Background: an optimization exercise with open tools, aiming at small area. Do not read the settings as production practice. The RTL was checked by simulation tests, not by an equivalence proof against the original design.

==> inputs of build 39 <==
==> flow/design.v <==
`timescale 1ns/1ps
`default_nettype none
module recip_divider (
    input  wire        clk,
    input  wire        load,
    input  wire        done,
    input  wire [22:0] nm_in,       
    input  wire [22:0] nm3_in,      
    input  wire        sign_in,     
    input  wire        sat_in,      
    output wire [19:0] rec_word,    
    output wire        rec_neg      
);
    logic [19:0] rem, q;            
    logic [22:0] nm1, nm3;          
    logic        sign_cur, sat_cur, sign_done, sat_done;
    logic [19:0] r;
    logic [4:0]  qb;
    function automatic logic [21:0] r4(input logic [19:0] rin, input logic [22:0] n1,
                                       input logic [22:0] n3);
        logic [22:0] t, sel, e;
        logic        g1, g2, g3;
        logic [1:0]  v;
        t  = {2'b00, rin, 1'b0};
        g1 = ~((t + n1) >> 22);
        g2 = ~((t + {n1[21:0], 1'b0}) >> 22);
        g3 = ~((t + n3) >> 22);
        v  = g3 ? 2'd3 : (g2 ? 2'd2 : (g1 ? 2'd1 : 2'd0));
        case (v)
            2'd0: sel = 23'd0;
            2'd1: sel = n1;
            2'd2: sel = {n1[21:0], 1'b0};
            default: sel = n3;
        endcase
        e  = t + sel;
        r4 = {v, e[18:0], 1'b0};
    endfunction
    function automatic logic [21:0] r4s(input logic [19:0] rin, input logic [22:0] n1,
                                       input logic [22:0] n3);
        logic [22:0] t, e1, e2, e3;
        logic [1:0]  v;
        logic [19:0] rn;
        t  = {2'b00, rin, 1'b0};
        e1 = t + n1;
        e2 = t + {n1[21:0], 1'b0};
        e3 = t + n3;
        if (!e3[22])      begin v = 2'd3; rn = e3[18:0] << 1; end
        else if (!e2[22]) begin v = 2'd2; rn = e2[18:0] << 1; end
        else if (!e1[22]) begin v = 2'd1; rn = e1[18:0] << 1; end
        else              begin v = 2'd0; rn = t[18:0] << 1;  end
        r4s = {v, rn};
    endfunction
    always_comb begin
        logic [21:0] s1, s2;
        logic [20:0] e;
        s1 = r4(rem, nm1, nm3);
        s2 = r4s(s1[19:0], nm1, nm3);
        e  = {1'b0, s2[19:0]} + nm1[20:0];
        qb = {s1[21:20], s2[21:20], ~e[20]};
        r  = (e[20] ? s2[18:0] : e[18:0]) << 1;
    end
    always_ff @(posedge clk) begin
        q <= {q[14:0], qb};
        if (load) begin
            rem      <= 20'd2048;
            nm1      <= nm_in;
            nm3      <= nm3_in;
            sign_cur <= sign_in;
            sat_cur  <= sat_in;
        end else begin
            rem <= r;
        end
        if (done) begin
            sign_done <= sign_cur;
            sat_done  <= sat_cur;
        end
    end
    assign rec_word = sat_done ? (sign_done ? 20'h80000 : 20'h7FFFF) : q;
    assign rec_neg  = ~sat_done & sign_done;
endmodule
`default_nettype wire
`default_nettype none
module recip_prep (
    input  wire [19:0] d_in,
    output wire [22:0] nm,
    output wire [22:0] nm3,
    output wire        sign,
    output wire        sat
);
    assign sign = d_in[19];
    assign nm   = sign ? {{3{1'b1}}, d_in} : -{3'b000, d_in};
    assign nm3  = nm + {nm[21:0], 1'b0};
    assign sat  = sign ? (&d_in[19:11]) : ((d_in[19:11] == 9'd0) || (d_in == 20'd2048));
endmodule
`default_nettype wire
`timescale 1ns/1ps
`timescale 1ns/1ps
`default_nettype none
module bs_mul (
    input  wire [19:0] a,
    input  wire [19:0] b,
    input  wire        bneg,
    output wire [19:0] y
);
    localparam logic [34:0] C = 35'(40'h0 - 40'h5555500000);
    wire [20:0] bx = {b, 1'b0};
    logic [34:0] sum;
    logic [34:0] negs;
    logic [34:0] rows [10];
    always_comb begin
        negs = '0;
        for (int i = 0; i < 10; i++) begin
            logic [2:0]  d;
            logic [20:0] m, w;
            logic        one, two, neg;
            d   = bx[2*i +: 3];
            one = d[0] ^ d[1];
            two = (d == 3'b011) || (d == 3'b100);
            neg = (d[2] & ~(d[1] & d[0])) ^ bneg;
            m   = ({21{one}} & {a[19], a}) | ({21{two}} & {a, 1'b0});
            w   = m ^ {21{neg}};
            rows[i] = 35'({~w[20], w[19:0]}) << (2*i);
            negs[2*i] = neg;
        end
        sum = rows[0] + rows[1] + rows[2] + rows[3] + rows[4] + rows[5] + rows[6]
            + rows[7] + rows[8] + rows[9] + negs + C;
    end
    assign y = sum[34:15];
endmodule
`default_nettype wire
`default_nettype none
module bs_mul_half (
    input  wire        clk,
    input  wire [19:0] a,
    input  wire [10:0] bw,
    input  wire        hi,
    output wire [19:0] y
);
    localparam logic [29:0] C = 30'(32'h0 - 32'h15500000 - 32'h80000);
    logic [19:0] acc;
    logic [29:0] sum;
    logic [29:0] negs;
    logic [29:0] rows [5];
    logic [19:0] accg;
    always_comb begin
        negs = '0;
        for (int i = 0; i < 5; i++) begin
            logic [2:0]  d;
            logic [20:0] m, w;
            logic        one, two, neg;
            d   = bw[2*i +: 3];
            one = d[0] ^ d[1];
            two = (d == 3'b011) || (d == 3'b100);
            neg = d[2] & ~(d[1] & d[0]);
            m   = ({21{one}} & {a[19], a}) | ({21{two}} & {a, 1'b0});
            w   = m ^ {21{neg}};
            rows[i] = 30'({~w[20], w[19:0]}) << (2*i);
            negs[2*i] = neg;
        end
        accg = hi ? acc : 20'd0;
        sum = rows[0] + rows[1] + rows[2] + rows[3] + rows[4]
            + 30'({~accg[19], accg[18:0]}) + negs + C;
    end
    always_ff @(posedge clk) acc <= sum[29:10];
    assign y = sum[24:5];
endmodule
`default_nettype wire
`timescale 1ns/1ps
`default_nettype none
module back_sub_top #(
    parameter int IWL = 5,
    parameter int FWL = 15
) (
    input  wire                       clk,
    input  wire                       rst_n,
    input  wire                       in_valid,
    input  wire signed [IWL+FWL-1:0]  row1_data,
    input  wire signed [IWL+FWL-1:0]  row2_data,
    input  wire signed [IWL+FWL-1:0]  row3_data,
    input  wire signed [IWL+FWL-1:0]  row4_data,
    output logic                      out_valid,
    output logic signed [IWL+FWL-1:0] x1,
    output logic signed [IWL+FWL-1:0] x2,
    output logic signed [IWL+FWL-1:0] x3,
    output logic signed [IWL+FWL-1:0] x4
);
    localparam int WL = IWL + FWL;
    logic [20:1] vq;
    wire  [20:0] v = {vq, in_valid};
    always_ff @(posedge clk or negedge rst_n) begin
        if (!rst_n) vq <= '0;
        else        vq <= v[19:0];
    end
    assign out_valid = vq[20];
    wire [WL-1:0] xw, yw;
    wire          xn, yn;
    logic [WL-1:0] r11;
    logic [WL-1:0] dsel;
    wire  [22:0]   pnm, pnm3;
    wire           psign, psat;
    always_comb begin
        dsel = r11;
        if (v[2]) dsel = row2_data;
        if (v[4]) dsel = row3_data;
        if (v[6]) dsel = row4_data;
    end
    recip_prep u_prep (.d_in(dsel), .nm(pnm), .nm3(pnm3), .sign(psign), .sat(psat));
    recip_divider u_divx (
        .clk(clk), .load(v[2] | v[6]), .done(v[6] | v[10]),
        .nm_in(pnm), .nm3_in(pnm3), .sign_in(psign), .sat_in(psat),
        .rec_word(xw), .rec_neg(xn));
    recip_divider u_divy (
        .clk(clk), .load(v[4] | v[8]), .done(v[8] | v[12]),
        .nm_in(pnm), .nm3_in(pnm3), .sign_in(psign), .sat_in(psat),
        .rec_word(yw), .rec_neg(yn));
    logic [WL-1:0] r12, r13, r14, r23, z1, r24, z2, r34q, z3q, z4q;
    logic [WL-1:0] s22, s, r12b, r13b, r23b, x4q, dq, t1q, x3q, x2q, x1q;
    logic          s22n, sn;
    logic [WL-1:0] ma, mb, pa, na, pb, bsrc;
    logic [10:0]   nbw;
    logic          mbn, x4n;
    always_comb begin
        ma = dq; mb = x4q; mbn = x4n;
        if (v[11]) begin ma = z4q;  mb = xw;  mbn = xn;   end
        if (v[12]) begin ma = r34q; mb = x4q; mbn = 1'b0; end
        if (v[13]) begin ma = dq;   mb = s;   mbn = sn;   end
        if (v[14]) begin ma = r23b; mb = x3q; mbn = 1'b0; end
        if (v[15]) begin ma = dq;   mb = s22; mbn = s22n; end
        if (v[16]) begin ma = r12b; mb = x2q; mbn = 1'b0; end
        na   = (v[16] | v[17]) ? x3q : x4q;
        bsrc = (v[16] | v[17]) ? r13b : ((v[14] | v[15]) ? z4q : r24);
        nbw  = (v[13] | v[15] | v[17]) ? bsrc[19:9] : {bsrc[9:0], 1'b0};
        if (v[13]) nbw = r34q[10:0];
    end
    bs_mul      u_mula (.a(ma), .b(mb), .bneg(mbn), .y(pa));
    bs_mul_half u_mulb (.clk(clk), .a(na), .bw(nbw), .hi(v[13] | v[15] | v[17]), .y(pb));
    wire [WL-1:0] da = (v[16] ? t1q : z3q) - pa;
    wire [WL-1:0] db = (v[13] ? z2 : (v[15] ? t1q : dq)) - pb;
    always_ff @(posedge clk) begin
        dq <= v[17] ? db : da;
        if (v[0])  r11 <= row1_data;
        if (v[1])  r12 <= row1_data;
        if (v[2])  r13 <= row1_data;
        if (v[3])  begin r14 <= row1_data; r23 <= row2_data; end
        if (v[4])  begin z1 <= row1_data; r24 <= row2_data; end
        if (v[5])  z2 <= row2_data;
        if (v[5])  r34q <= row3_data;
        else if (v[12]) r34q[10:0] <= r24[19:9];    
        if (v[6])  z3q <= row3_data;
        else if (v[13]) z3q <= db;                  
        if (v[7])  z4q <= row4_data;
        else if (v[11]) z4q <= r14;                 
        if (v[7])  begin s22 <= xw; s22n <= xn; end
        if (v[9] | v[13]) begin s <= yw; sn <= yn; end
        if (v[9])  r12b <= r12;
        if (v[10]) r13b <= r13;
        if (v[11]) r23b <= r23;
        if (v[11]) begin x4q <= pa; x4n <= 1'b0; end
        else if (v[16]) begin x4q <= s; x4n <= sn; end    
        if (v[12]) t1q <= z1;
        else if (v[15]) t1q <= db;                  
        else if (v[16]) t1q <= x4q;                 
        if (v[13]) x3q <= pa;
        if (v[15]) x2q <= pa;
        if (v[18]) x1q <= pa;
    end
    assign x1 = x1q;
    assign x2 = x2q;
    assign x3 = x3q;
    assign x4 = t1q;
endmodule
`default_nettype wire
==> flow/run.sh <==
#!/bin/bash
# synth_recipe.tcl (not shown) runs the flow's synth.tcl, then flattens the netlist and writes it again
# the make line also repeats each setting of config.mk as NAME=value (left out here)
make -C /OpenROAD-flow-scripts/flow DESIGN_CONFIG=/design/flow/config.mk WORK_HOME=/design/flow/orfs CLKGATE_MAP_FILE= SYNTH_SCRIPT=/design/flow/synth_recipe.tcl finish
==> flow/config.mk <==
export PLATFORM = sky130hd
export DESIGN_NAME = back_sub_top
export DESIGN_NICKNAME = back_sub_top
export VERILOG_FILES = /design/flow/design.v
export SDC_FILE = /design/flow/constraint.sdc
export NUM_CORES = 4
export LEC_CHECK = 0
export CAP_MARGIN = 20
export CORE_MARGIN = 2
export CORE_UTILIZATION = 65
export CTS_BUF_LIST = sky130_fd_sc_hd__clkbuf_8
export PLACE_DENSITY = 0.75
export SLEW_MARGIN = 20
==> flow/constraint.sdc <==
create_clock -name core_clock -period 12.0 [get_ports {clk}]
set_input_delay 2.4000 -clock core_clock [delete_from_list [all_inputs] [get_ports {clk}]]
set_output_delay 2.4000 -clock core_clock [all_outputs]
set_load 0.01 [all_outputs]
==> trial 79: changes against build 39 <==
--- a/flow/design.v
+++ b/flow/design.v
@@ -200,12 +200,12 @@
     wire           psign, psat;
     always_comb begin
-        dsel = r11;
-        if (v[2]) dsel = row2_data;
+        dsel = r22;
         if (v[4]) dsel = row3_data;
         if (v[6]) dsel = row4_data;
+        if (v[8]) dsel = r11;
     end
     recip_prep u_prep (.d_in(dsel), .nm(pnm), .nm3(pnm3), .sign(psign), .sat(psat));
     recip_divider u_divx (
-        .clk(clk), .load(v[2] | v[6]), .done(v[6] | v[10]),
+        .clk(clk), .load(v[6] | v[10]), .done(v[10] | v[14]),
         .nm_in(pnm), .nm3_in(pnm3), .sign_in(psign), .sat_in(psat),
         .rec_word(xw), .rec_neg(xn));
@@ -215,6 +215,6 @@
         .rec_word(yw), .rec_neg(yn));
     logic [WL-1:0] r12, r13, r14, r23, z1, r24, z2, r34q, z3q, z4q;
-    logic [WL-1:0] s22, s, r12b, r13b, r23b, x4q, dq, t1q, x3q, x2q, x1q;
-    logic          s22n, sn;
+    logic [WL-1:0] r22, s, r12b, r13b, r23b, x4q, dq, t1q, x3q, x2q, x1q;
+    logic          sn;
     logic [WL-1:0] ma, mb, pa, na, pb, bsrc;
     logic [10:0]   nbw;
@@ -226,5 +226,5 @@
         if (v[13]) begin ma = dq;   mb = s;   mbn = sn;   end
         if (v[14]) begin ma = r23b; mb = x3q; mbn = 1'b0; end
-        if (v[15]) begin ma = dq;   mb = s22; mbn = s22n; end
+        if (v[15]) begin ma = dq;   mb = xw;  mbn = xn;   end
         if (v[16]) begin ma = r12b; mb = x2q; mbn = 1'b0; end
         na   = (v[16] | v[17]) ? x3q : x4q;
@@ -241,5 +241,5 @@
         if (v[0])  r11 <= row1_data;
         if (v[1])  r12 <= row1_data;
-        if (v[2])  r13 <= row1_data;
+        if (v[2])  begin r13 <= row1_data; r22 <= row2_data; end
         if (v[3])  begin r14 <= row1_data; r23 <= row2_data; end
         if (v[4])  begin z1 <= row1_data; r24 <= row2_data; end
@@ -251,5 +251,4 @@
         if (v[7])  z4q <= row4_data;
         else if (v[11]) z4q <= r14;                 
-        if (v[7])  begin s22 <= xw; s22n <= xn; end
         if (v[9] | v[13]) begin s <= yw; sn <= yn; end
         if (v[9])  r12b <= r12;
CTS_CLUSTER_DIAMETER = 60   (was default)
CTS_CLUSTER_SIZE = 12   (was default)
==> notes <==
In trial 79 the via count is higher than in build 39, by about 0.7%. Against build 39, the sequential cell count of trial 79 is lower by 1. Critical path depth: build 39 is higher than trial 79 (10). In trial 79 the non-clock buffer count is higher than in build 39, by 25. Of build 39 and trial 79, trial 79 has the higher clock skew (gap 0.021 ns).

## afterwards: timing with drivers on the ports
In the flow no input, the clock included, has a driving cell. The finished layouts below were timed again as built, in two steps. Step 1 (the two cells are an assumption about what drives the block):
set clk [get_ports {clk}]
set_driving_cell -lib_cell sky130_fd_sc_hd__clkbuf_16 $clk
set_driving_cell -lib_cell sky130_fd_sc_hd__buf_2 [delete_from_list [all_inputs] $clk]
Step 2, shift: input delay + t, output delay - t, t = (earliest + latest rising clock arrival at the registers) / 2. This alone moves slack from input paths to output paths. Three values: ideal ports, drivers, drivers and shift; two values: the first two.
run	t (ns)	setup WS [ns]	worst setup path after step 2	latest minus earliest clock arrival (ns)	worst data-port slew with drivers (ns)
build 39	0.800	0.547 / 0.547 / 0.547	register to register	0.046 / 0.046	0.13
trial 79	0.797	0.430 / 0.430 / 0.430	register to register	0.072 / 0.071	0.18
After both steps every run listed still meets setup and hold.
